This is an optimization exercise on Yosys and OpenROAD, whose aim is small area, a short achievable clock period and few clock cycles per item, not a production implementation. RTL that was checked went through simulation tests only; none was proved equivalent to the original. No activity file was given, so power comes from the tool's default toggle rates.

Design sigmoid_pipe, start of the top module:
module sigmoid_pipe #(
  parameter int W     = 16,
  parameter int F     = W / 2,
  parameter int LANES = 4
) (
  input  logic               clk,
  input  logic               rst,
  input  logic               in_valid,
  output logic               in_ready,
  input  logic [LANES*W-1:0] in_data,
  input  logic               in_mode,
  output logic               out_valid,
  input  logic               out_ready,
  output logic [LANES*W-1:0] out_data,
  output logic [LANES-1:0]   out_sat
);
  logic       w_en;
  logic [1:0] r_vld;
  logic [1:0] r_mode;
  logic       w_mode;
  assign w_mode = in_mode;
  assign w_en      = !r_vld[1] || out_ready;
  assign in_ready  = w_en;
  assign out_valid = r_vld[1];
  always_ff @(posedge clk) begin
    if (rst)       r_vld <= '0;
    else if (w_en) r_vld <= {r_vld[0], in_valid};
  end
  always_ff @(posedge clk) begin
    if (w_en) r_mode <= {r_mode[0], w_mode};
  end
  for (genvar g = 0; g < LANES; g++) begin : g_lane
    sigmoid_lane u_lane (
      .clk    (clk),
      .i_en   (w_en),
      .i_mode (w_mode),
      .i_x    (in_data[g*W +: W]),
      .r_mode (r_mode[1]),
      .o_y    (out_data[g*W +: W]),
      .o_sat  (out_sat[g])
    );
  end
endmodule
Size: ~1000 cells after synthesis, roughly 84 flip-flops, about 140 I/O pins.
==> module sigmoid_lane, before the edit <==
module sigmoid_lane (
  input  logic        clk,
  input  logic        i_en,
  input  logic        i_mode,    
  input  logic [15:0] i_x,
  input  logic        r_mode,    
  output logic [15:0] o_y,
  output logic        o_sat
);
  logic       w_neg;
  logic       w_sat;
  logic [7:0] w_xs;      
  logic       w_lo;      
  logic [7:0] w_y;
  logic       w_cin;
  logic [7:0] w_pa;      
  logic [7:0] w_t;
  assign w_neg = i_x[15];
  always_comb begin
    if (i_mode) begin
      w_sat = w_neg ? (~&i_x[14:9]  | ~|i_x[8:0]) : |i_x[14:9];
      w_xs  = i_x[8:1];
      w_lo  = i_x[0];
    end else begin
      w_sat = w_neg ? (~&i_x[14:10] | ~|i_x[9:0]) : |i_x[14:10];
      w_xs  = i_x[9:2];
      w_lo  = |i_x[1:0];
    end
    w_y     = w_xs ^ {8{~w_neg}};
    w_cin   = ~w_neg | w_lo;
    w_pa[0] = 1'b1;
    w_pa[1] = w_y[0];
    w_pa[2] = &w_y[1:0];
    w_pa[3] = w_pa[2] & w_y[2];
    w_pa[4] = w_pa[2] & (&w_y[3:2]);
    w_pa[5] = w_pa[4] & w_y[4];
    w_pa[6] = w_pa[4] & (&w_y[5:4]);
    w_pa[7] = w_pa[4] & (&w_y[6:4]);
    w_t = w_y ^ (w_pa & {8{w_cin}});
    if (w_sat) w_t = 8'd1;
  end
  logic [7:0] r1_t;
  logic       r1_neg;
  logic       r1_sat;
  always_ff @(posedge clk) begin
    if (i_en) begin
      r1_t   <= w_t;
      r1_neg <= w_neg;
      r1_sat <= w_sat;
    end
  end
  logic [6:0] w_q;
  sigmoid_core u_core (
    .t (r1_t),
    .q (w_q)
  );
  logic [6:0] r2_q;
  logic       r2_t8;
  logic       r2_neg;
  logic       r2_sat;
  always_ff @(posedge clk) begin
    if (i_en) begin
      r2_q   <= w_q;
      r2_t8  <= ~|r1_t;
      r2_neg <= r1_neg;
      r2_sat <= r1_sat;
    end
  end
  logic [7:0] w_p;
  logic [8:0] w_sig;
  logic       w_pos;
  assign w_pos = ~r2_neg;
  always_comb begin
    w_p[0] = 1'b0;
    w_p[1] = r2_q[0];
    w_p[2] = |r2_q[1:0];
    w_p[3] = |r2_q[2:0];
    w_p[4] = |r2_q[3:0];
    w_p[5] = w_p[4] | r2_q[4];
    w_p[6] = w_p[4] | (|r2_q[5:4]);
    w_p[7] = w_p[4] | (|r2_q[6:4]);
    for (int i = 0; i < 7; i++) w_sig[i] = r2_q[i] ^ (w_pos & w_p[i]);
    w_sig[7] = r2_t8 | (w_pos & w_p[7]);
    w_sig[8] = w_pos & ~r2_t8 & ~w_p[7];
  end
  always_comb begin
    if (r_mode) o_y = {{7{~w_sig[8] & ~w_sig[7]}}, ~w_sig[7], w_sig[6:0], 1'b0};   
    else        o_y = {7'd0, w_sig};
  end
  assign o_sat = r2_sat;
endmodule
export LEC_CHECK = 0
export ABC_AREA = 1
export CAP_MARGIN = 20
export CORE_MARGIN = 2
export CORE_UTILIZATION = 40
export SETUP_SLACK_MARGIN = 3.2
export SLEW_MARGIN = 20
create_clock -name core_clock -period 7.0 [get_ports {clk}]
standard.sh (not shown) runs the stock make flow with config.mk's settings and CLKGATE_MAP_FILE= SYNTH_SCRIPT=/design/flow/synth_recipe.tcl, a recipe that flattens the netlist after the stock synthesis.
==> flow/flow/run.sh <==
#!/bin/bash
# Layout flow: the standard ORFS flow (standard.sh) with three changes:
#  - synthesis leaves the adders to ABC (no ADDER_MAP_FILE, so no fa/ha cells) and maps the
#    logic with flow/abc_map.script (a 60 s &deepsyn restructuring, then ABC's area mapper)
#    in place of ORFS's ABC script;
#    everything else in the synthesis, registers included, is the standard flow's own synth_recipe.tcl;
#  - port buffers use the platform's plain buf_1 cell instead of the one buffer_ports picks;
#  - clock tree: small clock buffers and no dummy loads.
# Each step's full output goes to a log file of its own here; ORFS keeps its per-step logs
# under orfs/logs/.
set -euo pipefail
W=$PWD
export BUFFER_PORTS_ARGS="-buffer_cell sky130_fd_sc_hd__buf_1"
export CTS_ARGS="-sink_clustering_enable -repair_clock_nets -dont_use_dummy_load -buf_list {sky130_fd_sc_hd__clkbuf_4 sky130_fd_sc_hd__clkbuf_8} -root_buf sky130_fd_sc_hd__clkbuf_8"

# synth_recipe.tcl with every "abc -script X ..." call given flow/abc_map.script as X
cat > "$W/synth_abc.tcl" <<TCL
proc abc {args} {
  set i [lsearch -exact \$args -script]
  if {\$i >= 0} { set args [lreplace \$args [expr {\$i + 1}] [expr {\$i + 1}] {$W/flow/abc_map.script}] }
  yosys abc {*}\$args
}
source {$W/synth_recipe.tcl}
TCL
sed "s#SYNTH_SCRIPT=[^ ]*#SYNTH_SCRIPT=$W/synth_abc.tcl ADDER_MAP_FILE=#" standard.sh > my_standard.sh
grep -q "SYNTH_SCRIPT=$W/synth_abc.tcl ADDER_MAP_FILE=" my_standard.sh

bash my_standard.sh synth > synth.log 2>&1
bash my_standard.sh > layout.log 2>&1
==> flow/flow/abc_map.script <==
strash
&get -n
&deepsyn -T 60
&put
dch -f
amap
topo
stime -c
buffer -c
upsize -c
dnsize -c
Testbench counts at the start, summed over its fixed seeds: cycles 8,016, items 8,000.
==> next run, changes <==
--- a/flow/design.v
+++ b/flow/design.v
@@ -154,13 +154,13 @@
     w_pa[3] = w_pa[2] & w_y[2];
     w_pa[4] = w_pa[2] & (&w_y[3:2]);
     w_pa[5] = w_pa[4] & w_y[4];
     w_pa[6] = w_pa[4] & (&w_y[5:4]);
     w_pa[7] = w_pa[4] & (&w_y[6:4]);
     w_t = w_y ^ (w_pa & {8{w_cin}});
-    if (w_sat) w_t = 8'd1;
+    if (w_sat) w_t = {4'd0, w_t[3:1], 1'b1};
   end
   logic [7:0] r1_t;
   logic       r1_neg;
   logic       r1_sat;
   always_ff @(posedge clk) begin
     if (i_en) begin
Routed wire length shrinks by 13%.
Power grows by 17%.
Count of clock-buffer cells in the layout does not change.
Cell area shrinks by 0.44%.
First-iteration DRC count shrinks by 38%.
Via count shrinks by 4.8%.
Utilization stays flat.
Function not checked in the second run of this note: the RTL went through the layout flow alone.

-- afterwards: timing with drivers on the ports --
In the flow no input, the clock included, has a driving cell. The finished layouts below were timed again as built, in two steps. Step 1 assumes that a clkbuf_16 drives the clock port and a buf_2 every other input. Step 2, shift: input delay + t, output delay - t, t = (earliest + latest rising clock arrival at the registers) / 2. This alone moves slack from input paths to output paths. Three values: no drivers, after step 1, after step 2; two values: the first two.
| run | shift t [ns] | setup slack, ns | hold WS [ns] | worst slew at a driven data input, ns | cell pins on the clock port's net |
|---|---|---|---|---|---|
| the first run | 0.388 | 3.412 / 3.374 / 3.111 | 0.420 / 0.420 / 0.420 | 0.08 | 1 |
| the second run | 0.369 | 3.389 / 3.354 / 3.139 | 0.424 / 0.424 / 0.424 | 0.04 | 1 |
After both steps setup and hold are still met in every run listed. The setup slack of the first run, which loses most, moves by -0.038 ns with the drivers and by -0.301 ns with both steps.
